From an optimization exercise on the open Yosys and OpenROAD flow, aimed at small area; shortcuts taken in it are not production practice. Only simulation tests tie the RTL to the original design; equivalence was not proved. No activity file was given, so power comes from the tool's default toggle rates.

## pkt_framer
module pkt_framer #(
  parameter int PAYLOAD_BYTES  = 40,
  parameter int FCS_BYTES      = 4,
  parameter int TIMEOUT_CYCLES = 64
) (
  input  logic                       clk_i,
  input  logic                       rst_i,
  input  logic                       in_valid_i,
  input  logic [7:0]                 in_data_i,
  input  logic                       in_sof_i,
  output logic                       in_ready_o,
  output logic                       crc_valid_o,
  output logic [8*PAYLOAD_BYTES-1:0] crc_data_o,
  input  logic                       crc_done_i,
  input  logic [31:0]                crc_value_i,
  output logic [15:0]                stat_ok_o,
  output logic [15:0]                stat_bad_o,
  output logic [15:0]                stat_drop_o,
  output logic                       out_valid_o,
  input  logic                       out_ready_i,
  output logic [8*PAYLOAD_BYTES-1:0] out_payload_o,
  output logic                       out_crc_ok_o,
  output logic                       out_timeout_o
);
  localparam int PW = 8 * PAYLOAD_BYTES;
  localparam int FW = 8 * FCS_BYTES;
  localparam int SW = PW + FW;
  logic [SW-1:0] sr_q;           
  logic [5:0]    cnt_q;          
  logic          in_ready_q, active_q, out_valid_q;
  logic          ok_q, tmo_q, verdict;    
  logic          accept, last_byte, waiting, tmo_hit, fcs_eq;
  logic [FW-1:0] fcs;
  assign accept    = in_valid_i & in_ready_q;
  assign last_byte = active_q & ~in_sof_i & cnt_q[5] & cnt_q[3] & cnt_q[1] & cnt_q[0];
  assign waiting   = ~in_ready_q & ~active_q & ~out_valid_q;
  assign tmo_hit   = (cnt_q == 6'd44);
  assign verdict   = waiting & (crc_done_i | tmo_hit);
  assign ok_q      = cnt_q[1];
  assign tmo_q     = cnt_q[0];
  genvar j;
  generate
    for (j = 0; j < FCS_BYTES; j++) begin : g_fcs
      assign fcs[8*j +: 8] = sr_q[8*(FCS_BYTES-1-j) +: 8];
    end
  endgenerate
  ...
Size: roughly 900 cells after synthesis, about 16,000 um^2 of cells after synthesis.
clock: 4.0 ns
lec_check: 0
abc_area: 0
cap_margin: 20
core_area: 4 4 161 161
die_area: 0 0 165 165
place_density: 0.85
slew_margin: 20
standard.sh (not shown) runs the stock make flow with config.mk's settings and CLKGATE_MAP_FILE= SYNTH_SCRIPT=/design/flow/synth_recipe.tcl, a recipe that flattens the netlist after the stock synthesis.
==> flow/flow/run.sh <==
#!/bin/bash
# Standard ORFS layout with these changes:
# - the port buffers that global placement inserts use the smallest buffer cell;
# - pins may sit one routing track apart, so that a small die holds all 739 of them;
# - the buffers yosys/abc left are removed at floorplan instead of a pre-placement timing repair
#   (which only upsizes gates against unbuffered high-fanout nets);
# - the clock tree is built from compact sink clusters, with no dummy loads and no
#   double-spacing rule on the clock nets (it collides with the one-track pin spacing).
set -euo pipefail
bash standard.sh "BUFFER_PORTS_ARGS=-buffer_cell sky130_fd_sc_hd__buf_1" \
  "PLACE_PINS_ARGS=-min_distance 1 -min_distance_in_tracks" \
  "CTS_ARGS=-sink_clustering_enable -repair_clock_nets -sink_clustering_size 12 -sink_clustering_max_diameter 38 -buf_list sky130_fd_sc_hd__clkbuf_4 -dont_use_dummy_load -apply_ndr none" \
  REMOVE_ABC_BUFFERS=1 finish > standard_flow.log 2>&1
Rerun with:
--- a/flow/flow/run.sh
+++ b/flow/flow/run.sh
@@ -12 +12 @@
-  "CTS_ARGS=-sink_clustering_enable -repair_clock_nets -sink_clustering_size 12 -sink_clustering_max_diameter 38 -buf_list sky130_fd_sc_hd__clkbuf_4 -dont_use_dummy_load -apply_ndr none" \
+  "CTS_ARGS=-sink_clustering_enable -repair_clock_nets -sink_clustering_size 20 -sink_clustering_max_diameter 60 -buf_list sky130_fd_sc_hd__clkbuf_8 -dont_use_dummy_load -apply_ndr none" \
- PLACE_DENSITY: 0.85 -> 0.95
Result:
- sequential share of layout area is lower by 0.16 points
- combinational power hardly moves
- hold slack is worse by 0.11 ns
- routed wire length goes up by 2.0%
- cell area is about the same
- global-route usage is higher by 0.25 points
- synthesized area is unchanged
- sequential power stays flat
- via count hardly moves
- clock power went up by about 2%
Rerun with:
--- a/flow/flow/run.sh
+++ b/flow/flow/run.sh
@@ -12 +12 @@
-  "CTS_ARGS=-sink_clustering_enable -repair_clock_nets -sink_clustering_size 20 -sink_clustering_max_diameter 60 -buf_list sky130_fd_sc_hd__clkbuf_8 -dont_use_dummy_load -apply_ndr none" \
+  "CTS_ARGS=-sink_clustering_enable -repair_clock_nets -sink_clustering_size 24 -sink_clustering_max_diameter 70 -buf_list {sky130_fd_sc_hd__clkbuf_8 sky130_fd_sc_hd__clkbuf_16} -dont_use_dummy_load -apply_ndr none" \
- PLACE_DENSITY: 0.95 -> 0.85
After rerunning:
- first-iteration DRC count drops by 7.0%
- non-clock buffer count is lower by 1
- synthesized area does not change
- critical path depth came out higher by 8
Rerun with:
--- a/flow/flow/run.sh
+++ b/flow/flow/run.sh
@@ -12 +12 @@
-  "CTS_ARGS=-sink_clustering_enable -repair_clock_nets -sink_clustering_size 24 -sink_clustering_max_diameter 70 -buf_list {sky130_fd_sc_hd__clkbuf_8 sky130_fd_sc_hd__clkbuf_16} -dont_use_dummy_load -apply_ndr none" \
+  "CTS_ARGS=-sink_clustering_enable -repair_clock_nets -sink_clustering_size 10 -sink_clustering_max_diameter 40 -buf_list sky130_fd_sc_hd__clkbuf_4 -dont_use_dummy_load -apply_ndr none" \
- CORE_AREA: 4 4 161 161 -> 4 4 151 151
- DIE_AREA: 0 0 165 165 -> 0 0 155 155
Effect: The new run produced a clean layout. Wire length goes up by a few percent. Hold slack is worse by 0.15 ns. Non-clock buffer count stays the same. Core utilization goes up by 9.5 points. Critical path depth is unchanged. Register-to-register slack is better by 0.15 ns. Cell count goes down slightly. Die area goes down by roughly a tenth.
Rerun with:
--- a/flow/flow/run.sh
+++ b/flow/flow/run.sh
@@ -12 +12 @@
-  "CTS_ARGS=-sink_clustering_enable -repair_clock_nets -sink_clustering_size 10 -sink_clustering_max_diameter 40 -buf_list sky130_fd_sc_hd__clkbuf_4 -dont_use_dummy_load -apply_ndr none" \
+  "CTS_ARGS=-sink_clustering_enable -repair_clock_nets -sink_clustering_size 11 -sink_clustering_max_diameter 35 -buf_list sky130_fd_sc_hd__clkbuf_4 -dont_use_dummy_load -apply_ndr none" \
- CORE_AREA: 4 4 151 151 -> 4 4 161 161
- DIE_AREA: 0 0 155 155 -> 0 0 165 165
=>
- The new run passed the timing, design-rule and antenna checks
- synthesized area is unchanged
- die area rises by 13%
- power barely changes
- hold slack is worse by 0.012 ns

## re-timing with driven ports
In the flow no input, the clock included, has a driving cell. The finished layouts below were timed again as built, in two steps.
Step 1: set_driving_cell puts a clkbuf_16 on clk_i and a buf_2 on each other input, an assumption about the parent block.
Step 2, shift: input delay + t, output delay - t, t = (earliest + latest rising clock arrival at the registers) / 2. This alone moves slack from input paths to output paths.
a / b / c = ideal / step 1 / step 2; a / b = the first two.
| run | shift t [ns] | setup slack, ns | hold slack, ns | worst slew at a driven data input, ns |
|---|---|---|---|---|
| the first run | 0.661 | 1.347 / 1.347 / 1.017 | 0.273 / 0.260 / 0.458 | 0.07 |
| the second run | 0.594 | 1.252 / 1.252 / 0.923 | 0.160 / 0.158 / 0.418 | 0.06 |
| the third run | 0.549 | 1.331 / 1.331 / 0.998 | 0.411 / 0.393 / 0.469 | 0.07 |
| the fourth run | 0.670 | 1.481 / 1.481 / 1.018 | 0.263 / 0.245 / 0.458 | 0.08 |
| the fifth run | 0.659 | 1.269 / 1.269 / 0.969 | 0.251 / 0.237 / 0.452 | 0.07 |
After both steps every run listed still meets setup and hold. For the fourth run, which loses most, drivers alone change the setup slack by 0.000 ns; drivers and shift together by -0.463 ns.
